Source: an optimization exercise on an open RTL-to-GDS flow (aim: small area and a short achievable clock period). Production flows keep margins and buffers that such runs may drop. In this exercise RTL edits were held to simulation tests only and were not proved equivalent to the original.

## flow/design.v (module list and top-level ports; edited modules follow where they fit)
// module aes_g_nand3: 3 lines
// module aes_g_nand4: 3 lines
// module aes_g_xor2: 3 lines
// module aes_g_xnor2: 3 lines
// module aes_g_nand2: 3 lines
// module aes_g_nor2: 3 lines
// module aes_g_and2: 3 lines
// module aes_g_or2: 3 lines
// module aes_g_inv: 3 lines
// module aes_g_mux2: 3 lines
// module aes_g_mux2i: 3 lines
// module aes_gf4_inv: 22 lines
// module aes_sbox_lane: 237 lines
// module aes_sbox_lane_s: 231 lines
// module aes_mix_column: 267 lines
// module aes_column_mixer: 16 lines
// module aes_round_core: 166 lines
module aes_round_core (
	input logic i_clk,
	input logic i_rst,
	input logic i_valid,
	input logic i_decrypt,
	input logic i_skip_mix,
	input aes_gf_pkg::aes_state_t i_state,
	output logic o_valid,
	output aes_gf_pkg::aes_state_t o_state
);
  // ...
==> flow/flow/run.sh <==
#!/bin/bash
# The standard layout (the standard.sh, all ORFS steps unchanged), except
# that buffer_ports uses buf_1 cells for the input and output port buffers
# instead of the delay buffer it picks by default; repair still resizes them.
set -e
export BUFFER_PORTS_ARGS="-buffer_cell sky130_fd_sc_hd__buf_1"
bash standard.sh > standard.log 2>&1
==> flow/standard.sh <==
#!/bin/bash
# synth_recipe.tcl (not shown) runs the flow's synth.tcl, then flattens the netlist and writes it again
# the make line also repeats each setting of config.mk as NAME=value (left out here)
make -C /OpenROAD-flow-scripts/flow DESIGN_CONFIG=/design/flow/config.mk WORK_HOME=/design/flow/orfs CLKGATE_MAP_FILE= SYNTH_SCRIPT=/design/flow/synth_recipe.tcl "${@:-finish}"
==> flow/config.mk <==
export PLATFORM = sky130hd
export DESIGN_NAME = aes_round_core
export DESIGN_NICKNAME = aes_round_core
export VERILOG_FILES = /design/flow/design.v
export SDC_FILE = /design/flow/constraint.sdc
export NUM_CORES = 4
export LEC_CHECK = 0
export CAP_MARGIN = 20
export CORE_MARGIN = 2
export CORE_UTILIZATION = 40
export SETUP_SLACK_MARGIN = 3.0
export SLEW_MARGIN = 20
export SYNTH_HIERARCHICAL = 1
==> flow/constraint.sdc <==
create_clock -name core_clock -period 5.5 [get_ports {i_clk}]
set_input_delay 1.1000 -clock core_clock [delete_from_list [all_inputs] [get_ports {i_clk}]]
set_output_delay 1.1000 -clock core_clock [all_outputs]
set_load 0.01 [all_outputs]
==> flow_summary.yaml, run 1 <==
floorplanning:
  rows: 119
  io_pins: 262
  die_y_um: 329.0
  start_util: 0.4024
critical_path:
  critical_path_arrival_ns: 3.01
  slowest_delay_ns: 0.39
  r2r-start: "u_lane10.d_r[1]"
  worst-path-buf-inv: 1
  cp.required_ns: 6.00
detailed_routing:
  drc: 0
  routed_wl_um: 95960
  drt_iter0_markers: 1121
  antenna_left: 0
cts:
  clk_pin_slew_worst_paths_ns: 0.06
  cts_tree: "done"
  clock_sinks: 586
  cts_setup_buffers: 53
  holdBufCountCts: 0
layout:
  n_all_buffers: 390
  seqAreaFraction: 0.2327
  final_cell_mix: "xor2_1 (1652), nand2_1 (720), xnor2_1 (576)"
min_path:
  hp-start: "skip_d[1]"
grt:
  grt_use_met1: 0.2297
  antenna_found_initial: 3
  gr-usage-met2: 0.2755
  grt_max_degree: 81
  busiest_layer: "met2"
timing:
  finalHoldViolations: 0
  fin_crit_sh: 0.4572
placement:
  gp_congestion: 0.8695
  place_area_um2: 44370
yosys:
  ys_warn_count: 9
  synth-seq-cells: 586
  synth_top_area_share: 0.4130
  synth_nets: 4768
  ys.flop_type: "dfxtp_1"
  synth_compound_area_frac: 0
  netlist_area_um2: 42240
job:
  cap_violations: 0
status:
  status: "timing/DRC/antenna clean"
==> module aes_sbox_lane, before the edit <==
module aes_sbox_lane (
	input logic i_clk,
	input logic i_dec_in,
	input logic i_dec_out,
	input aes_gf_pkg::gf_byte_t i_byte_enc,
	input aes_gf_pkg::gf_byte_t i_byte_dec,
	output aes_gf_pkg::gf_byte_t o_byte
);
	logic e0, e1, e2, e3, e4, e5, e6, e7, x0, x1, x2, x3, x4, x5, x6, x7, dec_in, dec_out;
	assign {e7, e6, e5, e4, e3, e2, e1, e0} = i_byte_enc;
	assign {x7, x6, x5, x4, x3, x2, x1, x0} = i_byte_dec;
	assign dec_in = i_dec_in;
	assign dec_out = i_dec_out;
	logic [7:0] in_q;
	logic [3:0] a_r;
	logic [3:0] b_r;
	logic [3:0] d_r;
	logic [7:0] o_q;
	logic n1, n2, n3, n4, n6, n7, n8, n10, n12, n13, n15, n16, n17, n19, n20, n22, n23, n24, n26, n28, n29, n30, n31, n32, n33, n34, n35, n36, n37, n38, n39, n41, n42, n43, n44, n45, n46, n47, n48, n49, n50, n51, n52, n53, n54, n55, n56, n57, n58, n59, n60, n61, n62, n63, n64, n65, n66, n67, n68, n69, n70, n71, n72, n73, n74, n75, n76, n77, n78, n79, n80, n81, n82, n83, n84, n85, n86, n87, n88, n89, n90, n91, n92, n93, n94, n95, n96, n97, n98, n99, n100, n101, n102, n103, n104, n105, n106, n107, n108, n109, n110, n111, n112, n113, n114, n115, n116, n117, n118, n119, n120, n121, n122, n123, n124, n125, n126, n127, n128, n129, n130, n131, n132, n133, n134, n135, n136, n137, n138, n139, n140, n141, n142, n143, n144, n145, n146, n147, n148, n149, n150, n151, n152, n153, n154, n155, n156, n157, n158, n159, n160, n162, n163, n164, n166, n167, n168, n170, n171, n172, n174, n175, n176, n177, n178, n179, n180, n181, n183, n184, n186, n188, n189, n191, n193, n195, n196, n197, n198, n199, n200, n201, n202, n203, n204;
	aes_g_xor2 u_n1 (.a(e0), .b(e1), .y(n1));
	aes_g_xor2 u_n2 (.a(e2), .b(e5), .y(n2));
	aes_g_xor2 u_n3 (.a(e6), .b(e7), .y(n3));
	aes_g_xor2 u_n4 (.a(n1), .b(n2), .y(n4));
	aes_g_xnor2 u_n6 (.a(n3), .b(n4), .y(n6));
	aes_g_xor2 u_n7 (.a(e0), .b(e4), .y(n7));
	aes_g_xor2 u_n8 (.a(e5), .b(e6), .y(n8));
	aes_g_xnor2 u_n10 (.a(n7), .b(n8), .y(n10));
	aes_g_xnor2 u_n12 (.a(n1), .b(n8), .y(n12));
	aes_g_xor2 u_n13 (.a(e0), .b(e7), .y(n13));
	aes_g_xnor2 u_n15 (.a(n13), .b(n8), .y(n15));
	aes_g_xor2 u_n16 (.a(e3), .b(e4), .y(n16));
	aes_g_xor2 u_n17 (.a(e7), .b(n1), .y(n17));
	aes_g_xnor2 u_n19 (.a(n16), .b(n17), .y(n19));
	aes_g_inv u_n20 (.a(e0), .y(n20));
	aes_g_xnor2 u_n22 (.a(e0), .b(n8), .y(n22));
	aes_g_xor2 u_n23 (.a(e2), .b(e3), .y(n23));
	aes_g_xor2 u_n24 (.a(e6), .b(n1), .y(n24));
	aes_g_xnor2 u_n26 (.a(n23), .b(n24), .y(n26));
	aes_g_xnor2 u_n28 (.a(x4), .b(x7), .y(n28));
	aes_g_xor2 u_n29 (.a(x0), .b(x1), .y(n29));
	aes_g_xor2 u_n30 (.a(x4), .b(x6), .y(n30));
	aes_g_xor2 u_n31 (.a(n29), .b(n30), .y(n31));
	aes_g_xor2 u_n32 (.a(x3), .b(x6), .y(n32));
	aes_g_xor2 u_n33 (.a(n29), .b(n32), .y(n33));
	aes_g_xor2 u_n34 (.a(x7), .b(n30), .y(n34));
	aes_g_xor2 u_n35 (.a(x2), .b(x5), .y(n35));
	aes_g_xor2 u_n36 (.a(x7), .b(n35), .y(n36));
	aes_g_xor2 u_n37 (.a(x0), .b(x3), .y(n37));
	aes_g_xor2 u_n38 (.a(x4), .b(n37), .y(n38));
	aes_g_xor2 u_n39 (.a(x5), .b(n29), .y(n39));
	aes_g_xnor2 u_n41 (.a(n30), .b(n39), .y(n41));
	aes_g_mux2i u_n42 (.s(dec_in), .a1(n28), .a0(n6), .y(n42));
	aes_g_mux2i u_n43 (.s(dec_in), .a1(n31), .a0(n10), .y(n43));
	aes_g_mux2i u_n44 (.s(dec_in), .a1(n30), .a0(n12), .y(n44));
	aes_g_mux2i u_n45 (.s(dec_in), .a1(n33), .a0(n15), .y(n45));
	aes_g_mux2i u_n46 (.s(dec_in), .a1(n34), .a0(n19), .y(n46));
	aes_g_mux2i u_n47 (.s(dec_in), .a1(n36), .a0(n20), .y(n47));
	aes_g_mux2i u_n48 (.s(dec_in), .a1(n38), .a0(n22), .y(n48));
	aes_g_mux2i u_n49 (.s(dec_in), .a1(n41), .a0(n26), .y(n49));
	aes_g_xor2 u_n50 (.a(in_q[7]), .b(in_q[5]), .y(n50));
	aes_g_xor2 u_n51 (.a(in_q[6]), .b(in_q[4]), .y(n51));
	aes_g_xor2 u_n52 (.a(in_q[7]), .b(in_q[6]), .y(n52));
	aes_g_xor2 u_n53 (.a(in_q[5]), .b(in_q[4]), .y(n53));
	aes_g_xor2 u_n54 (.a(n50), .b(n51), .y(n54));
	aes_g_xor2 u_n55 (.a(in_q[3]), .b(in_q[1]), .y(n55));
	aes_g_xor2 u_n56 (.a(in_q[2]), .b(in_q[0]), .y(n56));
	aes_g_xor2 u_n57 (.a(in_q[3]), .b(in_q[2]), .y(n57));
	aes_g_xor2 u_n58 (.a(in_q[1]), .b(in_q[0]), .y(n58));
	aes_g_xor2 u_n59 (.a(n55), .b(n56), .y(n59));
	aes_g_nand2 u_n60 (.a(n52), .b(n57), .y(n60));
	aes_g_nand2 u_n61 (.a(n51), .b(n56), .y(n61));
	aes_g_nand2 u_n62 (.a(n54), .b(n59), .y(n62));
	aes_g_nor2 u_n63 (.a(n51), .b(n56), .y(n63));
	aes_g_nand2 u_n64 (.a(in_q[7]), .b(in_q[3]), .y(n64));
	aes_g_xor2 u_n65 (.a(n63), .b(n64), .y(n65));
	aes_g_xor2 u_n66 (.a(n60), .b(n62), .y(n66));
	aes_g_xor2 u_n67 (.a(n65), .b(n66), .y(n67));
	aes_g_nor2 u_n68 (.a(n50), .b(n55), .y(n68));
	aes_g_nand2 u_n69 (.a(in_q[6]), .b(in_q[2]), .y(n69));
	aes_g_xor2 u_n70 (.a(n68), .b(n69), .y(n70));
	aes_g_xor2 u_n71 (.a(n60), .b(n61), .y(n71));
	aes_g_xor2 u_n72 (.a(n70), .b(n71), .y(n72));
	aes_g_nor2 u_n73 (.a(n53), .b(n58), .y(n73));
	aes_g_nand2 u_n74 (.a(in_q[5]), .b(in_q[1]), .y(n74));
	aes_g_xor2 u_n75 (.a(n73), .b(n74), .y(n75));
	aes_g_xor2 u_n76 (.a(n61), .b(n62), .y(n76));
	aes_g_xor2 u_n77 (.a(n75), .b(n76), .y(n77));
	aes_g_nor2 u_n78 (.a(in_q[4]), .b(in_q[0]), .y(n78));
	aes_g_nand2 u_n79 (.a(n53), .b(n58), .y(n79));
	aes_g_xor2 u_n80 (.a(n78), .b(n79), .y(n80));
	aes_g_nand2 u_n81 (.a(n50), .b(n55), .y(n81));
	aes_g_xor2 u_n82 (.a(n81), .b(n61), .y(n82));
	aes_g_xor2 u_n83 (.a(n80), .b(n82), .y(n83));
	aes_g_inv u_n84 (.a(n67), .y(n84));
	aes_g_inv u_n85 (.a(n72), .y(n85));
	aes_g_inv u_n86 (.a(n77), .y(n86));
	aes_g_inv u_n87 (.a(n83), .y(n87));
	aes_g_nand3 u_n88 (.a(n67), .b(n72), .c(n77), .y(n88));
	aes_g_nand2 u_n89 (.a(n86), .b(n83), .y(n89));
	aes_g_nand2 u_n90 (.a(n67), .b(n83), .y(n90));
	aes_g_nand4 u_n91 (.a(n84), .b(n85), .c(n77), .d(n87), .y(n91));
	aes_g_nand4 u_n92 (.a(n88), .b(n89), .c(n90), .d(n91), .y(n92));
	aes_g_nand2 u_n93 (.a(n77), .b(n83), .y(n93));
	aes_g_nand3 u_n94 (.a(n84), .b(n72), .c(n77), .y(n94));
	aes_g_nand3 u_n95 (.a(n67), .b(n85), .c(n77), .y(n95));
	aes_g_nand2 u_n96 (.a(n85), .b(n83), .y(n96));
	aes_g_nand4 u_n97 (.a(n93), .b(n94), .c(n95), .d(n96), .y(n97));
	aes_g_nand2 u_n98 (.a(n72), .b(n77), .y(n98));
	aes_g_nand3 u_n99 (.a(n67), .b(n77), .c(n83), .y(n99));
	aes_g_nand4 u_n100 (.a(n67), .b(n85), .c(n86), .d(n87), .y(n100));
	aes_g_nand2 u_n101 (.a(n84), .b(n72), .y(n101));
	aes_g_nand4 u_n102 (.a(n98), .b(n99), .c(n100), .d(n101), .y(n102));
	aes_g_nand2 u_n103 (.a(n67), .b(n72), .y(n103));
	aes_g_nand3 u_n104 (.a(n67), .b(n77), .c(n87), .y(n104));
	aes_g_nand2 u_n105 (.a(n72), .b(n87), .y(n105));
	aes_g_nand3 u_n106 (.a(n67), .b(n86), .c(n83), .y(n106));
	aes_g_nand4 u_n107 (.a(n103), .b(n104), .c(n105), .d(n106), .y(n107));
	aes_g_xor2 u_n108 (.a(a_r[3]), .b(a_r[1]), .y(n108));
	aes_g_xor2 u_n109 (.a(a_r[2]), .b(a_r[0]), .y(n109));
	aes_g_xor2 u_n110 (.a(a_r[3]), .b(a_r[2]), .y(n110));
	aes_g_xor2 u_n111 (.a(a_r[1]), .b(a_r[0]), .y(n111));
	aes_g_xor2 u_n112 (.a(n108), .b(n109), .y(n112));
	aes_g_xor2 u_n113 (.a(b_r[3]), .b(b_r[1]), .y(n113));
	aes_g_xor2 u_n114 (.a(b_r[2]), .b(b_r[0]), .y(n114));
	aes_g_xor2 u_n115 (.a(b_r[3]), .b(b_r[2]), .y(n115));
	aes_g_xor2 u_n116 (.a(b_r[1]), .b(b_r[0]), .y(n116));
	aes_g_xor2 u_n117 (.a(n113), .b(n114), .y(n117));
	aes_g_xor2 u_n118 (.a(d_r[3]), .b(d_r[1]), .y(n118));
	aes_g_xor2 u_n119 (.a(d_r[2]), .b(d_r[0]), .y(n119));
	aes_g_xor2 u_n120 (.a(d_r[3]), .b(d_r[2]), .y(n120));
	aes_g_xor2 u_n121 (.a(d_r[1]), .b(d_r[0]), .y(n121));
	aes_g_xor2 u_n122 (.a(n118), .b(n119), .y(n122));
	aes_g_nand2 u_n123 (.a(n120), .b(n115), .y(n123));
	aes_g_nand2 u_n124 (.a(d_r[3]), .b(b_r[3]), .y(n124));
	aes_g_xor2 u_n125 (.a(n124), .b(n123), .y(n125));
	aes_g_nand2 u_n126 (.a(d_r[2]), .b(b_r[2]), .y(n126));
	aes_g_xor2 u_n127 (.a(n126), .b(n123), .y(n127));
	aes_g_nand2 u_n128 (.a(n121), .b(n116), .y(n128));
	aes_g_nand2 u_n129 (.a(d_r[1]), .b(b_r[1]), .y(n129));
	aes_g_xor2 u_n130 (.a(n129), .b(n128), .y(n130));
	aes_g_nand2 u_n131 (.a(d_r[0]), .b(b_r[0]), .y(n131));
	aes_g_xor2 u_n132 (.a(n131), .b(n128), .y(n132));
	aes_g_nand2 u_n133 (.a(n119), .b(n114), .y(n133));
	aes_g_nand2 u_n134 (.a(n122), .b(n117), .y(n134));
	aes_g_xor2 u_n135 (.a(n134), .b(n133), .y(n135));
	aes_g_nand2 u_n136 (.a(n118), .b(n113), .y(n136));
	aes_g_xor2 u_n137 (.a(n136), .b(n133), .y(n137));
	aes_g_xor2 u_n138 (.a(n125), .b(n135), .y(n138));
	aes_g_xor2 u_n139 (.a(n127), .b(n137), .y(n139));
	aes_g_xor2 u_n140 (.a(n130), .b(n135), .y(n140));
	aes_g_xor2 u_n141 (.a(n132), .b(n137), .y(n141));
	aes_g_nand2 u_n142 (.a(n120), .b(n110), .y(n142));
	aes_g_nand2 u_n143 (.a(d_r[3]), .b(a_r[3]), .y(n143));
	aes_g_xor2 u_n144 (.a(n143), .b(n142), .y(n144));
	aes_g_nand2 u_n145 (.a(d_r[2]), .b(a_r[2]), .y(n145));
	aes_g_xor2 u_n146 (.a(n145), .b(n142), .y(n146));
	aes_g_nand2 u_n147 (.a(n121), .b(n111), .y(n147));
	aes_g_nand2 u_n148 (.a(d_r[1]), .b(a_r[1]), .y(n148));
	aes_g_xor2 u_n149 (.a(n148), .b(n147), .y(n149));
	aes_g_nand2 u_n150 (.a(d_r[0]), .b(a_r[0]), .y(n150));
	aes_g_xor2 u_n151 (.a(n150), .b(n147), .y(n151));
	aes_g_nand2 u_n152 (.a(n119), .b(n109), .y(n152));
	aes_g_nand2 u_n153 (.a(n122), .b(n112), .y(n153));
	aes_g_xor2 u_n154 (.a(n153), .b(n152), .y(n154));
	aes_g_nand2 u_n155 (.a(n118), .b(n108), .y(n155));
	aes_g_xor2 u_n156 (.a(n155), .b(n152), .y(n156));
	aes_g_xor2 u_n157 (.a(n144), .b(n154), .y(n157));
	aes_g_xor2 u_n158 (.a(n146), .b(n156), .y(n158));
	aes_g_xor2 u_n159 (.a(n149), .b(n154), .y(n159));
	aes_g_xor2 u_n160 (.a(n151), .b(n156), .y(n160));
	aes_g_xnor2 u_n162 (.a(n140), .b(n157), .y(n162));
	aes_g_xor2 u_n163 (.a(n138), .b(n157), .y(n163));
	aes_g_xor2 u_n164 (.a(n139), .b(n160), .y(n164));
	aes_g_xnor2 u_n166 (.a(n140), .b(n163), .y(n166));
	aes_g_xor2 u_n167 (.a(n139), .b(n140), .y(n167));
	aes_g_xor2 u_n168 (.a(n141), .b(n163), .y(n168));
	aes_g_xnor2 u_n170 (.a(n167), .b(n168), .y(n170));
	aes_g_xor2 u_n171 (.a(n157), .b(n158), .y(n171));
	aes_g_xor2 u_n172 (.a(n160), .b(n167), .y(n172));
	aes_g_xnor2 u_n174 (.a(n171), .b(n172), .y(n174));
	aes_g_xor2 u_n175 (.a(n140), .b(n141), .y(n175));
	aes_g_xor2 u_n176 (.a(n159), .b(n175), .y(n176));
	aes_g_xor2 u_n177 (.a(n139), .b(n141), .y(n177));
	aes_g_xor2 u_n178 (.a(n159), .b(n177), .y(n178));
	aes_g_xor2 u_n179 (.a(n141), .b(n159), .y(n179));
	aes_g_xnor2 u_n180 (.a(n141), .b(n159), .y(n180));
	aes_g_xor2 u_n181 (.a(n159), .b(n163), .y(n181));
	aes_g_xnor2 u_n183 (.a(n172), .b(n181), .y(n183));
	aes_g_xor2 u_n184 (.a(n158), .b(n163), .y(n184));
	aes_g_xnor2 u_n186 (.a(n172), .b(n184), .y(n186));
	aes_g_xnor2 u_n188 (.a(n139), .b(n159), .y(n188));
	aes_g_xor2 u_n189 (.a(n167), .b(n171), .y(n189));
	aes_g_xnor2 u_n191 (.a(n179), .b(n189), .y(n191));
	aes_g_xnor2 u_n193 (.a(n138), .b(n176), .y(n193));
	aes_g_xnor2 u_n195 (.a(n140), .b(n159), .y(n195));
	aes_g_inv u_n196 (.a(n158), .y(n196));
	aes_g_mux2i u_n197 (.s(dec_out), .a1(n180), .a0(n162), .y(n197));
	aes_g_mux2i u_n198 (.s(dec_out), .a1(n183), .a0(n163), .y(n198));
	aes_g_mux2i u_n199 (.s(dec_out), .a1(n186), .a0(n164), .y(n199));
	aes_g_mux2i u_n200 (.s(dec_out), .a1(n188), .a0(n166), .y(n200));
	aes_g_mux2i u_n201 (.s(dec_out), .a1(n191), .a0(n170), .y(n201));
	aes_g_mux2i u_n202 (.s(dec_out), .a1(n193), .a0(n174), .y(n202));
	aes_g_mux2i u_n203 (.s(dec_out), .a1(n195), .a0(n176), .y(n203));
	aes_g_mux2i u_n204 (.s(dec_out), .a1(n196), .a0(n178), .y(n204));
	always_ff @(posedge i_clk)
	begin
		in_q[7] <= n42;
		in_q[6] <= n43;
		in_q[5] <= n44;
		in_q[4] <= n45;
		in_q[3] <= n46;
		in_q[2] <= n47;
		in_q[1] <= n48;
		in_q[0] <= n49;
		a_r[3] <= in_q[7];
		a_r[2] <= in_q[6];
		a_r[1] <= in_q[5];
		a_r[0] <= in_q[4];
		b_r[3] <= in_q[3];
		b_r[2] <= in_q[2];
		b_r[1] <= in_q[1];
		b_r[0] <= in_q[0];
		d_r[3] <= n92;
		d_r[2] <= n97;
		d_r[1] <= n102;
		d_r[0] <= n107;
		o_q[7] <= n197;
		o_q[6] <= n198;
		o_q[5] <= n199;
		o_q[4] <= n200;
		o_q[3] <= n201;
		o_q[2] <= n202;
		o_q[1] <= n203;
		o_q[0] <= n204;
	end
	assign o_byte = {o_q[7], o_q[6], o_q[5], o_q[4], o_q[3], o_q[2], o_q[1], o_q[0]};
endmodule
==> run 2: changes to the inputs <==
--- a/flow/design.v
+++ b/flow/design.v
@@ -73,17 +73,17 @@
 	assign {x7, x6, x5, x4, x3, x2, x1, x0} = i_byte_dec;
 	assign dec_in = i_dec_in;
 	assign dec_out = i_dec_out;
 	logic [7:0] in_q;
 	logic [3:0] a_r;
 	logic [3:0] b_r;
 	logic [3:0] d_r;
 	logic [7:0] o_q;
-	logic n1, n2, n3, n4, n6, n7, n8, n10, n12, n13, n15, n16, n17, n19, n20, n22, n23, n24, n26, n28, n29, n30, n31, n32, n33, n34, n35, n36, n37, n38, n39, n41, n42, n43, n44, n45, n46, n47, n48, n49, n50, n51, n52, n53, n54, n55, n56, n57, n58, n59, n60, n61, n62, n63, n64, n65, n66, n67, n68, n69, n70, n71, n72, n73, n74, n75, n76, n77, n78, n79, n80, n81, n82, n83, n84, n85, n86, n87, n88, n89, n90, n91, n92, n93, n94, n95, n96, n97, n98, n99, n100, n101, n102, n103, n104, n105, n106, n107, n108, n109, n110, n111, n112, n113, n114, n115, n116, n117, n118, n119, n120, n121, n122, n123, n124, n125, n126, n127, n128, n129, n130, n131, n132, n133, n134, n135, n136, n137, n138, n139, n140, n141, n142, n143, n144, n145, n146, n147, n148, n149, n150, n151, n152, n153, n154, n155, n156, n157, n158, n159, n160, n162, n163, n164, n166, n167, n168, n170, n171, n172, n174, n175, n176, n177, n178, n179, n180, n181, n183, n184, n186, n188, n189, n191, n193, n195, n196, n197, n198, n199, n200, n201, n202, n203, n204;
+	logic n1, n2, n3, n4, n6, n7, n8, n10, n12, n13, n15, n16, n17, n19, n20, n22, n23, n24, n26, n28, n29, n30, n31, n32, n33, n34, n35, n36, n37, n38, n39, n41, n42, n43, n44, n45, n46, n47, n48, n49, n50, n51, n52, n53, n54, n55, n56, n57, n58, n59, n60, n61, n62, n63, n64, n65, n66, n67, n68, n69, n70, n71, n72, n73, n74, n75, n76, n77, n78, n79, n80, n81, n82, n83, n84, n85, n86, n87, n88, n89, n90, n91, n92, n93, n94, n95, n96, n97, n98, n99, n100, n101, n102, n103, n104, n105, n106, n107, n108, n109, n110, n111, n112, n113, n114, n115, n116, n117, n118, n119, n120, n121, n122, n123, n124, n125, n126, n127, n128, n129, n130, n131, n132, n133, n134, n135, n136, n137, n138, n139, n140, n141, n142, n143, n144, n145, n146, n147, n148, n149, n150, n151, n152, n153, n154, n155, n156, n157, n158, n159, n160, n161, n162, n163, n164, n165, n167, n168, n169, n171, n172, n173, n174, n175, n176, n177, n178, n179, n180, n182, n184, n186, n187, n188, n189, n191, n193, n195, n196, n197, n198, n199, n200, n201, n202, n203, n204;
 	aes_g_xor2 u_n1 (.a(e0), .b(e1), .y(n1));
 	aes_g_xor2 u_n2 (.a(e2), .b(e5), .y(n2));
 	aes_g_xor2 u_n3 (.a(e6), .b(e7), .y(n3));
 	aes_g_xor2 u_n4 (.a(n1), .b(n2), .y(n4));
 	aes_g_xnor2 u_n6 (.a(n3), .b(n4), .y(n6));
 	aes_g_xor2 u_n7 (.a(e0), .b(e4), .y(n7));
 	aes_g_xor2 u_n8 (.a(e5), .b(e6), .y(n8));
 	aes_g_xnor2 u_n10 (.a(n7), .b(n8), .y(n10));
@@ -202,73 +202,75 @@
 	aes_g_xor2 u_n130 (.a(n129), .b(n128), .y(n130));
 	aes_g_nand2 u_n131 (.a(d_r[0]), .b(b_r[0]), .y(n131));
 	aes_g_xor2 u_n132 (.a(n131), .b(n128), .y(n132));
 	aes_g_nand2 u_n133 (.a(n119), .b(n114), .y(n133));
 	aes_g_nand2 u_n134 (.a(n122), .b(n117), .y(n134));
 	aes_g_xor2 u_n135 (.a(n134), .b(n133), .y(n135));
 	aes_g_nand2 u_n136 (.a(n118), .b(n113), .y(n136));
 	aes_g_xor2 u_n137 (.a(n136), .b(n133), .y(n137));
-	aes_g_xor2 u_n138 (.a(n125), .b(n135), .y(n138));
-	aes_g_xor2 u_n139 (.a(n127), .b(n137), .y(n139));
-	aes_g_xor2 u_n140 (.a(n130), .b(n135), .y(n140));
-	aes_g_xor2 u_n141 (.a(n132), .b(n137), .y(n141));
-	aes_g_nand2 u_n142 (.a(n120), .b(n110), .y(n142));
-	aes_g_nand2 u_n143 (.a(d_r[3]), .b(a_r[3]), .y(n143));
-	aes_g_xor2 u_n144 (.a(n143), .b(n142), .y(n144));
-	aes_g_nand2 u_n145 (.a(d_r[2]), .b(a_r[2]), .y(n145));
-	aes_g_xor2 u_n146 (.a(n145), .b(n142), .y(n146));
-	aes_g_nand2 u_n147 (.a(n121), .b(n111), .y(n147));
-	aes_g_nand2 u_n148 (.a(d_r[1]), .b(a_r[1]), .y(n148));
-	aes_g_xor2 u_n149 (.a(n148), .b(n147), .y(n149));
-	aes_g_nand2 u_n150 (.a(d_r[0]), .b(a_r[0]), .y(n150));
-	aes_g_xor2 u_n151 (.a(n150), .b(n147), .y(n151));
-	aes_g_nand2 u_n152 (.a(n119), .b(n109), .y(n152));
-	aes_g_nand2 u_n153 (.a(n122), .b(n112), .y(n153));
-	aes_g_xor2 u_n154 (.a(n153), .b(n152), .y(n154));
-	aes_g_nand2 u_n155 (.a(n118), .b(n108), .y(n155));
-	aes_g_xor2 u_n156 (.a(n155), .b(n152), .y(n156));
-	aes_g_xor2 u_n157 (.a(n144), .b(n154), .y(n157));
-	aes_g_xor2 u_n158 (.a(n146), .b(n156), .y(n158));
-	aes_g_xor2 u_n159 (.a(n149), .b(n154), .y(n159));
-	aes_g_xor2 u_n160 (.a(n151), .b(n156), .y(n160));
-	aes_g_xnor2 u_n162 (.a(n140), .b(n157), .y(n162));
-	aes_g_xor2 u_n163 (.a(n138), .b(n157), .y(n163));
-	aes_g_xor2 u_n164 (.a(n139), .b(n160), .y(n164));
-	aes_g_xnor2 u_n166 (.a(n140), .b(n163), .y(n166));
-	aes_g_xor2 u_n167 (.a(n139), .b(n140), .y(n167));
-	aes_g_xor2 u_n168 (.a(n141), .b(n163), .y(n168));
-	aes_g_xnor2 u_n170 (.a(n167), .b(n168), .y(n170));
-	aes_g_xor2 u_n171 (.a(n157), .b(n158), .y(n171));
-	aes_g_xor2 u_n172 (.a(n160), .b(n167), .y(n172));
-	aes_g_xnor2 u_n174 (.a(n171), .b(n172), .y(n174));
-	aes_g_xor2 u_n175 (.a(n140), .b(n141), .y(n175));
-	aes_g_xor2 u_n176 (.a(n159), .b(n175), .y(n176));
-	aes_g_xor2 u_n177 (.a(n139), .b(n141), .y(n177));
-	aes_g_xor2 u_n178 (.a(n159), .b(n177), .y(n178));
-	aes_g_xor2 u_n179 (.a(n141), .b(n159), .y(n179));
-	aes_g_xnor2 u_n180 (.a(n141), .b(n159), .y(n180));
-	aes_g_xor2 u_n181 (.a(n159), .b(n163), .y(n181));
-	aes_g_xnor2 u_n183 (.a(n172), .b(n181), .y(n183));
-	aes_g_xor2 u_n184 (.a(n158), .b(n163), .y(n184));
-	aes_g_xnor2 u_n186 (.a(n172), .b(n184), .y(n186));
-	aes_g_xnor2 u_n188 (.a(n139), .b(n159), .y(n188));
-	aes_g_xor2 u_n189 (.a(n167), .b(n171), .y(n189));
-	aes_g_xnor2 u_n191 (.a(n179), .b(n189), .y(n191));
-	aes_g_xnor2 u_n193 (.a(n138), .b(n176), .y(n193));
-	aes_g_xnor2 u_n195 (.a(n140), .b(n159), .y(n195));
-	aes_g_inv u_n196 (.a(n158), .y(n196));
-	aes_g_mux2i u_n197 (.s(dec_out), .a1(n180), .a0(n162), .y(n197));
-	aes_g_mux2i u_n198 (.s(dec_out), .a1(n183), .a0(n163), .y(n198));
-	aes_g_mux2i u_n199 (.s(dec_out), .a1(n186), .a0(n164), .y(n199));
-	aes_g_mux2i u_n200 (.s(dec_out), .a1(n188), .a0(n166), .y(n200));
-	aes_g_mux2i u_n201 (.s(dec_out), .a1(n191), .a0(n170), .y(n201));
-	aes_g_mux2i u_n202 (.s(dec_out), .a1(n193), .a0(n174), .y(n202));
-	aes_g_mux2i u_n203 (.s(dec_out), .a1(n195), .a0(n176), .y(n203));
-	aes_g_mux2i u_n204 (.s(dec_out), .a1(n196), .a0(n178), .y(n204));
+	aes_g_nand2 u_n138 (.a(n120), .b(n110), .y(n138));
+	aes_g_nand2 u_n139 (.a(d_r[3]), .b(a_r[3]), .y(n139));
+	aes_g_xor2 u_n140 (.a(n139), .b(n138), .y(n140));
+	aes_g_nand2 u_n141 (.a(d_r[2]), .b(a_r[2]), .y(n141));
+	aes_g_xor2 u_n142 (.a(n141), .b(n138), .y(n142));
+	aes_g_nand2 u_n143 (.a(n121), .b(n111), .y(n143));
+	aes_g_nand2 u_n144 (.a(d_r[1]), .b(a_r[1]), .y(n144));
+	aes_g_xor2 u_n145 (.a(n144), .b(n143), .y(n145));
+	aes_g_nand2 u_n146 (.a(d_r[0]), .b(a_r[0]), .y(n146));
+	aes_g_xor2 u_n147 (.a(n146), .b(n143), .y(n147));
+	aes_g_nand2 u_n148 (.a(n119), .b(n109), .y(n148));
+	aes_g_nand2 u_n149 (.a(n122), .b(n112), .y(n149));
+	aes_g_xor2 u_n150 (.a(n149), .b(n148), .y(n150));
+	aes_g_nand2 u_n151 (.a(n118), .b(n108), .y(n151));
+	aes_g_xor2 u_n152 (.a(n151), .b(n148), .y(n152));
+	aes_g_xor2 u_n153 (.a(n130), .b(n135), .y(n153));
+	aes_g_xor2 u_n154 (.a(n140), .b(n150), .y(n154));
+	aes_g_xor2 u_n155 (.a(n153), .b(n154), .y(n155));
+	aes_g_xnor2 u_n156 (.a(n153), .b(n154), .y(n156));
+	aes_g_xor2 u_n157 (.a(n125), .b(n135), .y(n157));
+	aes_g_xor2 u_n158 (.a(n154), .b(n157), .y(n158));
+	aes_g_xor2 u_n159 (.a(n127), .b(n137), .y(n159));
+	aes_g_xor2 u_n160 (.a(n147), .b(n152), .y(n160));
+	aes_g_xor2 u_n161 (.a(n159), .b(n160), .y(n161));
+	aes_g_xor2 u_n162 (.a(n125), .b(n130), .y(n162));
+	aes_g_xor2 u_n163 (.a(n154), .b(n162), .y(n163));
+	aes_g_xnor2 u_n164 (.a(n154), .b(n162), .y(n164));
+	aes_g_xor2 u_n165 (.a(n127), .b(n132), .y(n165));
+	aes_g_xnor2 u_n167 (.a(n165), .b(n163), .y(n167));
+	aes_g_xor2 u_n168 (.a(n142), .b(n147), .y(n168));
+	aes_g_xor2 u_n169 (.a(n159), .b(n168), .y(n169));
+	aes_g_xnor2 u_n171 (.a(n155), .b(n169), .y(n171));
+	aes_g_xor2 u_n172 (.a(n132), .b(n137), .y(n172));
+	aes_g_xor2 u_n173 (.a(n145), .b(n150), .y(n173));
+	aes_g_xor2 u_n174 (.a(n153), .b(n172), .y(n174));
+	aes_g_xor2 u_n175 (.a(n173), .b(n174), .y(n175));
+	aes_g_xor2 u_n176 (.a(n165), .b(n173), .y(n176));
+	aes_g_xor2 u_n177 (.a(n172), .b(n173), .y(n177));
+	aes_g_xnor2 u_n178 (.a(n172), .b(n173), .y(n178));
+	aes_g_xor2 u_n179 (.a(n140), .b(n145), .y(n179));
+	aes_g_xor2 u_n180 (.a(n161), .b(n162), .y(n180));
+	aes_g_xnor2 u_n182 (.a(n179), .b(n180), .y(n182));
+	aes_g_xnor2 u_n184 (.a(n163), .b(n169), .y(n184));
+	aes_g_xnor2 u_n186 (.a(n159), .b(n173), .y(n186));
+	aes_g_xor2 u_n187 (.a(n142), .b(n152), .y(n187));
+	aes_g_xor2 u_n188 (.a(n153), .b(n165), .y(n188));
+	aes_g_xor2 u_n189 (.a(n179), .b(n187), .y(n189));
+	aes_g_xnor2 u_n191 (.a(n188), .b(n189), .y(n191));
+	aes_g_xnor2 u_n193 (.a(n162), .b(n177), .y(n193));
+	aes_g_xnor2 u_n195 (.a(n153), .b(n173), .y(n195));
+	aes_g_xnor2 u_n196 (.a(n142), .b(n152), .y(n196));
+	aes_g_mux2i u_n197 (.s(dec_out), .a1(n178), .a0(n156), .y(n197));
+	aes_g_mux2i u_n198 (.s(dec_out), .a1(n182), .a0(n158), .y(n198));
+	aes_g_mux2i u_n199 (.s(dec_out), .a1(n184), .a0(n161), .y(n199));
+	aes_g_mux2i u_n200 (.s(dec_out), .a1(n186), .a0(n164), .y(n200));
+	aes_g_mux2i u_n201 (.s(dec_out), .a1(n191), .a0(n167), .y(n201));
+	aes_g_mux2i u_n202 (.s(dec_out), .a1(n193), .a0(n171), .y(n202));
+	aes_g_mux2i u_n203 (.s(dec_out), .a1(n195), .a0(n175), .y(n203));
+	aes_g_mux2i u_n204 (.s(dec_out), .a1(n196), .a0(n176), .y(n204));
 	always_ff @(posedge i_clk)
 	begin
 		in_q[7] <= n42;
 		in_q[6] <= n43;
 		in_q[5] <= n44;
 		in_q[4] <= n45;
 		in_q[3] <= n46;
 		in_q[2] <= n47;
@@ -308,17 +310,17 @@
 	assign {e7, e6, e5, e4, e3, e2, e1, e0} = i_byte_enc;
 	assign dec_in = i_dec_in;
 	assign dec_out = i_dec_out;
 	logic [7:0] in_q;
 	logic [3:0] a_r;
 	logic [3:0] b_r;
 	logic [3:0] d_r;
 	logic [7:0] o_q;
-	logic n1, n2, n3, n4, n6, n7, n8, n10, n12, n13, n15, n16, n17, n19, n20, n22, n23, n24, n26, n28, n29, n30, n31, n32, n33, n34, n35, n37, n38, n39, n40, n41, n42, n43, n44, n45, n46, n47, n48, n49, n50, n51, n52, n53, n54, n55, n56, n57, n58, n59, n60, n61, n62, n63, n64, n65, n66, n67, n68, n69, n70, n71, n72, n73, n74, n75, n76, n77, n78, n79, n80, n81, n82, n83, n84, n85, n86, n87, n88, n89, n90, n91, n92, n93, n94, n95, n96, n97, n98, n99, n100, n101, n102, n103, n104, n105, n106, n107, n108, n109, n110, n111, n112, n113, n114, n115, n116, n117, n118, n119, n120, n121, n122, n123, n124, n125, n126, n127, n128, n129, n130, n131, n132, n133, n134, n135, n136, n137, n138, n139, n140, n141, n142, n143, n144, n145, n146, n147, n148, n149, n150, n151, n152, n153, n154, n155, n156, n158, n159, n160, n162, n163, n164, n166, n167, n168, n170, n171, n172, n173, n174, n175, n176, n177, n179, n180, n182, n184, n185, n187, n189, n191, n192, n193, n194, n195, n196, n197, n198, n199, n200;
+	logic n1, n2, n3, n4, n6, n7, n8, n10, n12, n13, n15, n16, n17, n19, n20, n22, n23, n24, n26, n28, n29, n30, n31, n32, n33, n34, n35, n37, n38, n39, n40, n41, n42, n43, n44, n45, n46, n47, n48, n49, n50, n51, n52, n53, n54, n55, n56, n57, n58, n59, n60, n61, n62, n63, n64, n65, n66, n67, n68, n69, n70, n71, n72, n73, n74, n75, n76, n77, n78, n79, n80, n81, n82, n83, n84, n85, n86, n87, n88, n89, n90, n91, n92, n93, n94, n95, n96, n97, n98, n99, n100, n101, n102, n103, n104, n105, n106, n107, n108, n109, n110, n111, n112, n113, n114, n115, n116, n117, n118, n119, n120, n121, n122, n123, n124, n125, n126, n127, n128, n129, n130, n131, n132, n133, n134, n135, n136, n137, n138, n139, n140, n141, n142, n143, n144, n145, n146, n147, n148, n149, n150, n151, n152, n153, n154, n155, n156, n157, n158, n159, n160, n161, n163, n164, n165, n167, n168, n169, n170, n171, n172, n173, n174, n175, n176, n178, n180, n182, n183, n184, n185, n187, n189, n191, n192, n193, n194, n195, n196, n197, n198, n199, n200;
 	aes_g_xor2 u_n1 (.a(e0), .b(e1), .y(n1));
 	aes_g_xor2 u_n2 (.a(e2), .b(e5), .y(n2));
 	aes_g_xor2 u_n3 (.a(e6), .b(e7), .y(n3));
 	aes_g_xor2 u_n4 (.a(n1), .b(n2), .y(n4));
 	aes_g_xnor2 u_n6 (.a(n3), .b(n4), .y(n6));
 	aes_g_xor2 u_n7 (.a(e0), .b(e4), .y(n7));
 	aes_g_xor2 u_n8 (.a(e5), .b(e6), .y(n8));
 	aes_g_xnor2 u_n10 (.a(n7), .b(n8), .y(n10));
@@ -433,73 +435,75 @@
 	aes_g_xor2 u_n126 (.a(n125), .b(n124), .y(n126));
 	aes_g_nand2 u_n127 (.a(d_r[0]), .b(b_r[0]), .y(n127));
 	aes_g_xor2 u_n128 (.a(n127), .b(n124), .y(n128));
 	aes_g_nand2 u_n129 (.a(n115), .b(n110), .y(n129));
 	aes_g_nand2 u_n130 (.a(n118), .b(n113), .y(n130));
 	aes_g_xor2 u_n131 (.a(n130), .b(n129), .y(n131));
 	aes_g_nand2 u_n132 (.a(n114), .b(n109), .y(n132));
 	aes_g_xor2 u_n133 (.a(n132), .b(n129), .y(n133));
-	aes_g_xor2 u_n134 (.a(n121), .b(n131), .y(n134));
-	aes_g_xor2 u_n135 (.a(n123), .b(n133), .y(n135));
-	aes_g_xor2 u_n136 (.a(n126), .b(n131), .y(n136));
-	aes_g_xor2 u_n137 (.a(n128), .b(n133), .y(n137));
-	aes_g_nand2 u_n138 (.a(n116), .b(n106), .y(n138));
-	aes_g_nand2 u_n139 (.a(d_r[3]), .b(a_r[3]), .y(n139));
-	aes_g_xor2 u_n140 (.a(n139), .b(n138), .y(n140));
-	aes_g_nand2 u_n141 (.a(d_r[2]), .b(a_r[2]), .y(n141));
-	aes_g_xor2 u_n142 (.a(n141), .b(n138), .y(n142));
-	aes_g_nand2 u_n143 (.a(n117), .b(n107), .y(n143));
-	aes_g_nand2 u_n144 (.a(d_r[1]), .b(a_r[1]), .y(n144));
-	aes_g_xor2 u_n145 (.a(n144), .b(n143), .y(n145));
-	aes_g_nand2 u_n146 (.a(d_r[0]), .b(a_r[0]), .y(n146));
-	aes_g_xor2 u_n147 (.a(n146), .b(n143), .y(n147));
-	aes_g_nand2 u_n148 (.a(n115), .b(n105), .y(n148));
-	aes_g_nand2 u_n149 (.a(n118), .b(n108), .y(n149));
-	aes_g_xor2 u_n150 (.a(n149), .b(n148), .y(n150));
-	aes_g_nand2 u_n151 (.a(n114), .b(n104), .y(n151));
-	aes_g_xor2 u_n152 (.a(n151), .b(n148), .y(n152));
-	aes_g_xor2 u_n153 (.a(n140), .b(n150), .y(n153));
-	aes_g_xor2 u_n154 (.a(n142), .b(n152), .y(n154));
-	aes_g_xor2 u_n155 (.a(n145), .b(n150), .y(n155));
-	aes_g_xor2 u_n156 (.a(n147), .b(n152), .y(n156));
-	aes_g_xnor2 u_n158 (.a(n136), .b(n153), .y(n158));
-	aes_g_xor2 u_n159 (.a(n134), .b(n153), .y(n159));
-	aes_g_xor2 u_n160 (.a(n135), .b(n156), .y(n160));
-	aes_g_xnor2 u_n162 (.a(n136), .b(n159), .y(n162));
-	aes_g_xor2 u_n163 (.a(n135), .b(n136), .y(n163));
-	aes_g_xor2 u_n164 (.a(n137), .b(n159), .y(n164));
-	aes_g_xnor2 u_n166 (.a(n163), .b(n164), .y(n166));
-	aes_g_xor2 u_n167 (.a(n153), .b(n154), .y(n167));
-	aes_g_xor2 u_n168 (.a(n156), .b(n163), .y(n168));
-	aes_g_xnor2 u_n170 (.a(n167), .b(n168), .y(n170));
-	aes_g_xor2 u_n171 (.a(n136), .b(n137), .y(n171));
-	aes_g_xor2 u_n172 (.a(n155), .b(n171), .y(n172));
-	aes_g_xor2 u_n173 (.a(n135), .b(n137), .y(n173));
-	aes_g_xor2 u_n174 (.a(n155), .b(n173), .y(n174));
-	aes_g_xor2 u_n175 (.a(n137), .b(n155), .y(n175));
-	aes_g_xnor2 u_n176 (.a(n137), .b(n155), .y(n176));
-	aes_g_xor2 u_n177 (.a(n155), .b(n159), .y(n177));
-	aes_g_xnor2 u_n179 (.a(n168), .b(n177), .y(n179));
-	aes_g_xor2 u_n180 (.a(n154), .b(n159), .y(n180));
-	aes_g_xnor2 u_n182 (.a(n168), .b(n180), .y(n182));
-	aes_g_xnor2 u_n184 (.a(n135), .b(n155), .y(n184));
-	aes_g_xor2 u_n185 (.a(n163), .b(n167), .y(n185));
-	aes_g_xnor2 u_n187 (.a(n175), .b(n185), .y(n187));
-	aes_g_xnor2 u_n189 (.a(n134), .b(n172), .y(n189));
-	aes_g_xnor2 u_n191 (.a(n136), .b(n155), .y(n191));
-	aes_g_inv u_n192 (.a(n154), .y(n192));
-	aes_g_mux2i u_n193 (.s(dec_out), .a1(n176), .a0(n158), .y(n193));
-	aes_g_mux2i u_n194 (.s(dec_out), .a1(n179), .a0(n159), .y(n194));
-	aes_g_mux2i u_n195 (.s(dec_out), .a1(n182), .a0(n160), .y(n195));
-	aes_g_mux2i u_n196 (.s(dec_out), .a1(n184), .a0(n162), .y(n196));
-	aes_g_mux2i u_n197 (.s(dec_out), .a1(n187), .a0(n166), .y(n197));
-	aes_g_mux2i u_n198 (.s(dec_out), .a1(n189), .a0(n170), .y(n198));
-	aes_g_mux2i u_n199 (.s(dec_out), .a1(n191), .a0(n172), .y(n199));
-	aes_g_mux2i u_n200 (.s(dec_out), .a1(n192), .a0(n174), .y(n200));
+	aes_g_nand2 u_n134 (.a(n116), .b(n106), .y(n134));
+	aes_g_nand2 u_n135 (.a(d_r[3]), .b(a_r[3]), .y(n135));
+	aes_g_xor2 u_n136 (.a(n135), .b(n134), .y(n136));
+	aes_g_nand2 u_n137 (.a(d_r[2]), .b(a_r[2]), .y(n137));
+	aes_g_xor2 u_n138 (.a(n137), .b(n134), .y(n138));
+	aes_g_nand2 u_n139 (.a(n117), .b(n107), .y(n139));
+	aes_g_nand2 u_n140 (.a(d_r[1]), .b(a_r[1]), .y(n140));
+	aes_g_xor2 u_n141 (.a(n140), .b(n139), .y(n141));
+	aes_g_nand2 u_n142 (.a(d_r[0]), .b(a_r[0]), .y(n142));
+	aes_g_xor2 u_n143 (.a(n142), .b(n139), .y(n143));
+	aes_g_nand2 u_n144 (.a(n115), .b(n105), .y(n144));
+	aes_g_nand2 u_n145 (.a(n118), .b(n108), .y(n145));
+	aes_g_xor2 u_n146 (.a(n145), .b(n144), .y(n146));
+	aes_g_nand2 u_n147 (.a(n114), .b(n104), .y(n147));
+	aes_g_xor2 u_n148 (.a(n147), .b(n144), .y(n148));
+	aes_g_xor2 u_n149 (.a(n126), .b(n131), .y(n149));
+	aes_g_xor2 u_n150 (.a(n136), .b(n146), .y(n150));
+	aes_g_xor2 u_n151 (.a(n149), .b(n150), .y(n151));
+	aes_g_xnor2 u_n152 (.a(n149), .b(n150), .y(n152));
+	aes_g_xor2 u_n153 (.a(n121), .b(n131), .y(n153));
+	aes_g_xor2 u_n154 (.a(n150), .b(n153), .y(n154));
+	aes_g_xor2 u_n155 (.a(n123), .b(n133), .y(n155));
+	aes_g_xor2 u_n156 (.a(n143), .b(n148), .y(n156));
+	aes_g_xor2 u_n157 (.a(n155), .b(n156), .y(n157));
+	aes_g_xor2 u_n158 (.a(n121), .b(n126), .y(n158));
+	aes_g_xor2 u_n159 (.a(n150), .b(n158), .y(n159));
+	aes_g_xnor2 u_n160 (.a(n150), .b(n158), .y(n160));
+	aes_g_xor2 u_n161 (.a(n123), .b(n128), .y(n161));
+	aes_g_xnor2 u_n163 (.a(n161), .b(n159), .y(n163));
+	aes_g_xor2 u_n164 (.a(n138), .b(n143), .y(n164));
+	aes_g_xor2 u_n165 (.a(n155), .b(n164), .y(n165));
+	aes_g_xnor2 u_n167 (.a(n151), .b(n165), .y(n167));
+	aes_g_xor2 u_n168 (.a(n128), .b(n133), .y(n168));
+	aes_g_xor2 u_n169 (.a(n141), .b(n146), .y(n169));
+	aes_g_xor2 u_n170 (.a(n149), .b(n168), .y(n170));
+	aes_g_xor2 u_n171 (.a(n169), .b(n170), .y(n171));
+	aes_g_xor2 u_n172 (.a(n161), .b(n169), .y(n172));
+	aes_g_xor2 u_n173 (.a(n168), .b(n169), .y(n173));
+	aes_g_xnor2 u_n174 (.a(n168), .b(n169), .y(n174));
+	aes_g_xor2 u_n175 (.a(n136), .b(n141), .y(n175));
+	aes_g_xor2 u_n176 (.a(n157), .b(n158), .y(n176));
+	aes_g_xnor2 u_n178 (.a(n175), .b(n176), .y(n178));
+	aes_g_xnor2 u_n180 (.a(n159), .b(n165), .y(n180));
+	aes_g_xnor2 u_n182 (.a(n155), .b(n169), .y(n182));
+	aes_g_xor2 u_n183 (.a(n138), .b(n148), .y(n183));
+	aes_g_xor2 u_n184 (.a(n149), .b(n161), .y(n184));
+	aes_g_xor2 u_n185 (.a(n175), .b(n183), .y(n185));
+	aes_g_xnor2 u_n187 (.a(n184), .b(n185), .y(n187));
+	aes_g_xnor2 u_n189 (.a(n158), .b(n173), .y(n189));
+	aes_g_xnor2 u_n191 (.a(n149), .b(n169), .y(n191));
+	aes_g_xnor2 u_n192 (.a(n138), .b(n148), .y(n192));
+	aes_g_mux2i u_n193 (.s(dec_out), .a1(n174), .a0(n152), .y(n193));
+	aes_g_mux2i u_n194 (.s(dec_out), .a1(n178), .a0(n154), .y(n194));
+	aes_g_mux2i u_n195 (.s(dec_out), .a1(n180), .a0(n157), .y(n195));
+	aes_g_mux2i u_n196 (.s(dec_out), .a1(n182), .a0(n160), .y(n196));
+	aes_g_mux2i u_n197 (.s(dec_out), .a1(n187), .a0(n163), .y(n197));
+	aes_g_mux2i u_n198 (.s(dec_out), .a1(n189), .a0(n167), .y(n198));
+	aes_g_mux2i u_n199 (.s(dec_out), .a1(n191), .a0(n171), .y(n199));
+	aes_g_mux2i u_n200 (.s(dec_out), .a1(n192), .a0(n172), .y(n200));
 	always_ff @(posedge i_clk)
 	begin
 		in_q[7] <= n38;
 		in_q[6] <= n39;
 		in_q[5] <= n40;
 		in_q[4] <= n41;
 		in_q[3] <= n42;
 		in_q[2] <= n43;
==> flow/config.mk (replaced) <==
export PLATFORM = sky130hd
export DESIGN_NAME = aes_round_core
export DESIGN_NICKNAME = aes_round_core
export VERILOG_FILES = /design/flow/design.v
export SDC_FILE = /design/flow/constraint.sdc
export NUM_CORES = 4
export LEC_CHECK = 0
export CAP_MARGIN = 20
export CORE_MARGIN = 2
export CORE_UTILIZATION = 40
export SETUP_SLACK_MARGIN = 3.15
export SLEW_MARGIN = 20
export SYNTH_HIERARCHICAL = 1
==> run 2 against run 1 <==
Largest cell class unchanged. Fmax rose by 8.9%. Sequential share of layout area fell by 0.39 points. Worst hold slack improved by 0.0024 ns. Die area rose by 0.84%. Clock skew rose by 0.016 ns.
==> flow_summary.yaml, run 2 <==
status:
  status: "timing/DRC/antenna clean"
layout:
  nFillCells: 9793
  area_growth_pct: 21.07
  layout-drive-gt1-share: 0.1471
  layout_commonest_cell: "xor2_1"
  largest_reg_flops: 128
  final_cell_mix: "xor2_1 (1730), nand2_1 (671), xnor2_1 (591)"
  largest_register: "o_state"
  fin_nets: 5187
detailed_routing:
  wl_per_cell_um: 15.00
  vias_per_cell: 4.488
  drc: 0
  drt_iter0_markers: 1264
  via_count: 29200
  antenna_left: 0
  dr.pass1.iters: 23
  routed_wl_um: 97610
cts:
  clock_path_buffers: 3
  clock_sinks: 586
  htreeDepth: 3
  clock_latency_ns: 0.64
  cts_root_buf: "clkbuf_16"
  cts_buffers: 72
  cts_tree: "done"
  clk_pin_slew_worst_paths_ns: 0.06
grt:
  busiest_layer: "met2"
  gr-usage-met2: 0.2809
  gr-usage-met3: 0.02887
  grt_use_met1: 0.2279
  track_usage: 0.1710
  first_global_vias: 28560
  grt_overflow: 0
  grt_max_degree: 73
  antenna_found_initial: 1
  grt_first_pass_wirelength_um: 150800
timing:
  rsz0062_at_grt: "yes"
  slew_headroom: 0.3325
  finalCriticalPeriod_ns: 2.310
  finalHoldViolations: 0
  skew_ns: 0.03121
  fin_crit_sh: 0.4199
  finalSetupTns_ns: 0
  setup_viol: 0
  drv_slew: 0
  max_freq_mhz: 433.0
  worstMarginPinSlew_ns: 1.001
min_path:
  hp-start: "dec_d[1]"
  holdCritPathClass: "reg -> reg"
  worstHoldPathCells: 0
  min_to: "dec_d[2]"
job:
  cap_violations: 0
critical_path:
  reg2reg_slack_ns: 3.19
  critical_path_arrival_ns: 2.83
  rr_worst_depth: 8
  timing.rr.end: "u_lane13.o_q[6]"
  end_kind: "register"
  critPathMaxFanout: 4
  critPathKind: "reg -> reg"
  r2r-start: "u_lane13.d_r[0]"
  start_kind: "register"
  cp.required_ns: 6.02
floorplanning:
  io_pins: 262
  die-area_um2: 109100
  die_y_um: 330.4
  core_area_um2: 105400
  rows: 119
  die_w_um: 330.4
  start_util: 0.4042
yosys:
  syn_inst: 4667
  netlist_area_um2: 42600
  synth_top_area_cell: "xor2_1"
  synth_top_cells_by_area: "xor2_1 (42%), dfxtp_1 (28%), xnor2_1 (12%), nand2_1 (6.5%), mux2i_1 (6.0%)"
  ys.flop_type: "dfxtp_1"
  ys_types: 12
  ys_warn_count: 9
  avgSynthCellArea_um2: 9.129
  ys_seq_area_frac: 0.2754
  synth_top_area_share: 0.4161
  synth_most_common_cell: "xor2_1"
  ys_async_sr_fraction: 0
  synth_common_cells: "xor2_1 (2024), nand2_1 (736), xnor2_1 (592)"
  synth-seq-cells: 586
  synth_nets: 4800
  synth_edf_count: 0
placement:
  gp_congestion: 0.8812
  hpwl_um: 73400
  port_buffers: 261
==> run 2: metrics by stage <==
step                instance area (um2)  setup WS, ns    util  hold slack (ns)  instances
finish                            51580         3.190  0.4893           0.3253       6506
global route                      51580         3.058  0.4893           0.3328       6504
CTS                               49110         3.113  0.4659           0.3255       6402
detailed placement                45060         2.788  0.4275           0.3120       6200
global placement                  45050         2.754  0.4274           0.3092       6200
floorplan                         43210         2.995       -           0.3089       4667
==> run 2: how the worst max path moves through the flow <==
stage,cells past startpoint,end,startpoint
6_report,8,u_lane13.o_q[6],u_lane13.d_r[0]
5_1_grt,9,u_lane6.o_q[2],u_lane6.d_r[3]
4_1_cts,7,u_lane10.o_q[5],u_lane10.d_r[0]
3_5_place_dp,3,u_lane14.in_q[7],i_decrypt
3_3_place_gp,6,o_state[73],u_lane6.o_q[5]
2_1_floorplan,5,o_state[0],skip_d[3]
==> run 2: cell type report <==
type                            count  area (um2)  share of cell area
Tap cell                         1391        1740             0.03374
Clock inverter                     37       424.2            0.008223
Multi-Input combinational cell   3872       32730              0.6345
Timing Repair inverter              1       5.005          0.00009703
Sequential cell                   586       11800              0.2288
Inverter                           81       307.8            0.005967
Antenna cell                        2       5.005          0.00009703
Timing Repair Buffer              440        2451             0.04752
Clock buffer                       96        2116             0.04102
==> run 2: layer usage <==
metal,vias to the layer above,share of wire
met5,-,0.00013
met2,374,0.47
met1,13690,0.46
li1,15010,-
met3,125,0.041
met4,2,0.023
==> run 2: repair_timing <==
item / 4_1_cts / 5_1_grt
resized for setup: 149 / 246
cloned: 1 / 0
pin swaps: 43 / 62
setup endpoints to repair: 215 / 243
setup buffers: 68 / 101
hold buffers: 0 / 0
==> run 2: modules after synthesis (local to each module, per instance), excerpt <==
module,copies in the design,flops+latches,area [um2]
aes_g_xor2,2024,0,8.758
aes_g_nand3,96,0,5.005
aes_g_nand4,96,0,6.256
aes_g_mux2i,256,0,10.01
aes_mix_column,4,0,520.5
aes_g_and2,4,0,6.256
aes_g_nor2,64,0,3.754
aes_round_core,1,138,2791
aes_g_xnor2,464,0,8.758
aes_sbox_lane,8,28,560.5
aes_sbox_lane_s,8,28,560.5
aes_g_nand2,736,0,3.754
==> run 2: kinds of logic (layout without fill, tap and decap cells) <==
family / Yosys count / count (layout) / synth area share
flip-flops: 586 / 586 / 0.2754
multiplexers: 256 / 256 / 0.06015
AND/OR/NAND/NOR: 1000 / 1000 / 0.09703
buffers and inverters: 209 / 655 / 0.02969
other: 0 / 2 / 0
XOR/XNOR: 2616 / 2616 / 0.5378
==> run 2: worst max-delay path, stage by stage, from the launching register on <==
cell and delay [ns]:
dfxtp_1 0.41, xor2_1 0.26, nand2_1 0.20, xor2_2 0.29, xor2_1 0.19, xor2_1 0.23, xor2_1 0.24, xnor2_1 0.11
mux2i_1 0.27
==> run 3: changes to the inputs <==
--- a/flow/config.mk
+++ b/flow/config.mk
@@ -8,6 +8,6 @@
 export CAP_MARGIN = 20
 export CORE_MARGIN = 2
 export CORE_UTILIZATION = 40
-export SETUP_SLACK_MARGIN = 3.15
+export SETUP_SLACK_MARGIN = 3.0
 export SLEW_MARGIN = 20
 export SYNTH_HIERARCHICAL = 1
==> run 3 against run 2 <==
Via count down 1.4%. Largest cell class unchanged. Global-route usage down 0.52 points. Highest routed layer unchanged. Setup slack worse by 0.12 ns. Sequential cell count did not move. Final cell count down 1.9%. Still clean.
==> flow_summary.yaml, run 3 <==
cts:
  cts_buffers: 70
  holdBufCountCts: 0
  cts_tree: "done"
  clock_path_buffers: 3
  clock_latency_ns: 0.63
  cts_root_buf: "clkbuf_16"
  clk_pin_slew_worst_paths_ns: 0.06
  clock_sinks: 586
  htreeDepth: 3
min_path:
  holdCritPathClass: "reg -> reg"
  hp-start: "dec_d[1]"
placement:
  place_ws_ns: 2.674
  port_buffers: 261
  hpwl_um: 72380
  gp_congestion: 0.8761
layout:
  fin_nets: 5069
  layout-drive-gt1-share: 0.07094
  n_antenna_cell: 0
  area_growth_pct: 15.07
  largest_register: "o_state"
  layout_commonest_cell: "xor2_1"
  largest_reg_flops: 128
  final_cell_mix: "xor2_1 (1862), nand2_1 (735), xnor2_1 (592)"
  fin_util: 0.4650
grt:
  grt_first_pass_wirelength_um: 146500
  first_global_vias: 27830
  grt_overflow: 0
  antenna_found_initial: 1
  grt_max_degree: 98
  track_usage: 0.1657
detailed_routing:
  via_count: 28790
  drc: 0
  wl_per_cell_um: 14.84
  antenna_left: 0
  vias_per_cell: 4.512
  dr.pass1.iters: 16
  drt_iter0_markers: 1309
  routed_wl_um: 94680
timing:
  finalSetupTns_ns: 0
  drv_slew: 0
  fin_crit_sh: 0.4413
  skew_ns: 0.02757
  finalHoldViolations: 0
  setup_slack_ns: 3.073
  finalCriticalPeriod_ns: 2.427
  slew_headroom: 0.4342
  rsz0062_at_grt: "yes"
  holdWs_ns: 0.3243
  worstMarginPinSlew_ns: 0.8487
  max_freq_mhz: 412.1
  setup_viol: 0
critical_path:
  cp-startpoint: "u_lane3.o_q[0]"
  cp_common_cell: "xor2_1"
  r2r-start: "u_lane3.o_q[0]"
  start_kind: "register"
  cp.required_ns: 6.01
  critical_path_arrival_ns: 2.94
  critPathMaxFanout: 5
  reg2reg_slack_ns: 3.07
  crit_family: "XOR/XNOR gates"
  end_kind: "register"
  slowest_delay_ns: 0.54
  worst-path-buf-inv: 0
  crit_chain: "xor2_1, xor2_1, xor2_1, xor2_1, xor2_1, nand2_1, xnor2_1"
  slowest_stage: "xor2_1"
  critPathKind: "reg -> reg"
yosys:
  synth_most_common_cell: "xor2_1"
  syn_inst: 4667
  synth_nets: 4800
  netlist_area_um2: 42600
  synth_common_cells: "xor2_1 (2024), nand2_1 (736), xnor2_1 (592)"
  synth_edf_count: 0
  ys_async_sr_fraction: 0
  synth_top_area_share: 0.4161
  ys.flop_type: "dfxtp_1"
  synth_top_area_cell: "xor2_1"
  avgSynthCellArea_um2: 9.129
  synth-seq-cells: 586
  ys_types: 12
  ys_seq_area_frac: 0.2754
  synth_top_cells_by_area: "xor2_1 (42%), dfxtp_1 (28%), xnor2_1 (12%), nand2_1 (6.5%), mux2i_1 (6.0%)"
  ys_warn_count: 9
status:
  status: "timing/DRC/antenna clean"
floorplanning:
  die_w_um: 330.4
  die_y_um: 330.4
  core_area_um2: 105400
  start_util: 0.4042
  io_pins: 262
  rows: 119
  die-area_um2: 109100
job:
  cap_violations: 0
run 3: kinds of logic after synthesis:
family / count (synthesis) / share of synthesized area
XOR/XNOR: 2616 / 0.5378
AND/OR/NAND/NOR: 1000 / 0.09703
flip-flops: 586 / 0.2754
multiplexers: 256 / 0.06015
buffers and inverters: 209 / 0.02969
run 3: path summary, 6_finish.rpt:
path                            depth (start not counted)           to
worst max-delay path                                    7  o_state[99]
worst max register to register                          7  o_state[99]
worst min register to register                          0     dec_d[2]
worst min-delay path                                    0     dec_d[2]
run 3: per-stage QoR:
step | area [um2] | cells
after floorplan | 42650 | 4667
after detailed placement | 44500 | 6196
after CTS | 47350 | 6325
final | 49020 | 6381
after global placement | 44500 | 6196
after global routing | 49020 | 6381
run 3: final cells by class:
| class | instances | area, um2 |
|---|---|---|
| clock inverter | 36 | 561.8 |
| clock buffer | 90 | 1959 |
| inverter | 81 | 307.8 |
| sequential | 586 | 11740 |
| multi-input combinational | 3872 | 31190 |
| fill | 10110 | 56390 |
| timing repair buffer | 325 | 1526 |
| tap | 1391 | 1740 |
run 3: what timing repair did:
item / 4_1_cts / 5_1_grt
buffers inserted: 3 / 56
pin swaps: 3 / 36
resized for setup: 39 / 154
setup endpoints to repair: 75 / 173
run 3: worst reg2reg max path: cells and delay by family (launching register included):
kind          cells  cell delay [ns]
flops             1             0.45
xor+xnor          6             1.73
simple gates      1             0.12
run 3: metal layers:
metal / vias up / GRT usage / share of wire / wire, um
li1: 14880 / - / - / -
met3: 99 / 0.02767 / 0.041 / 3908
met4: 2 / 0.04122 / 0.017 / 1656
met1: 13390 / 0.2339 / 0.49 / 46240
met2: 428 / 0.2619 / 0.45 / 42880
met5: - / 0 / 0.000074 / 7
run 3: Yosys stat by module, one instance, submodules excluded, excerpt:
module	flops+latches	area [um2]	cells inside	times used
aes_g_inv	0	3.754	1	80
aes_g_nand3	0	5.005	1	96
aes_g_and2	0	6.256	1	4
aes_g_xor2	0	8.758	1	2024
aes_mix_column	0	520.5	64	4
aes_g_xnor2	0	8.758	1	464
aes_sbox_lane_s	28	560.5	28	8

port drivers added, routing unchanged:
The flow's constraints put no driver on any port. The routed layouts listed below were extracted and timed again, unchanged, in two steps. Step 1 assumes that a clkbuf_16 drives the clock port and a buf_2 every other input. Step 2 adds t to the input delays and takes it off the output delays; t is the mean of the earliest and latest rising clock arrival at the registers after step 1. Input paths then give back, and output paths get back, about the clock's delay inside the block. Slacks: ideal / step 1 / step 2; pairs: ideal / step 1.
run	t (ns)	slack for setup (ns)	cell pins on the clock port's net
run 1	0.696	2.985 / 2.985 / 2.755	1
run 2	0.686	3.190 / 3.148 / 2.799	1
run 3	0.680	3.073 / 3.064 / 2.803	1
After both steps setup and hold are still met in every run listed. The setup slack of run 2, which loses most, moves by -0.042 ns with the drivers and by -0.391 ns with both steps.
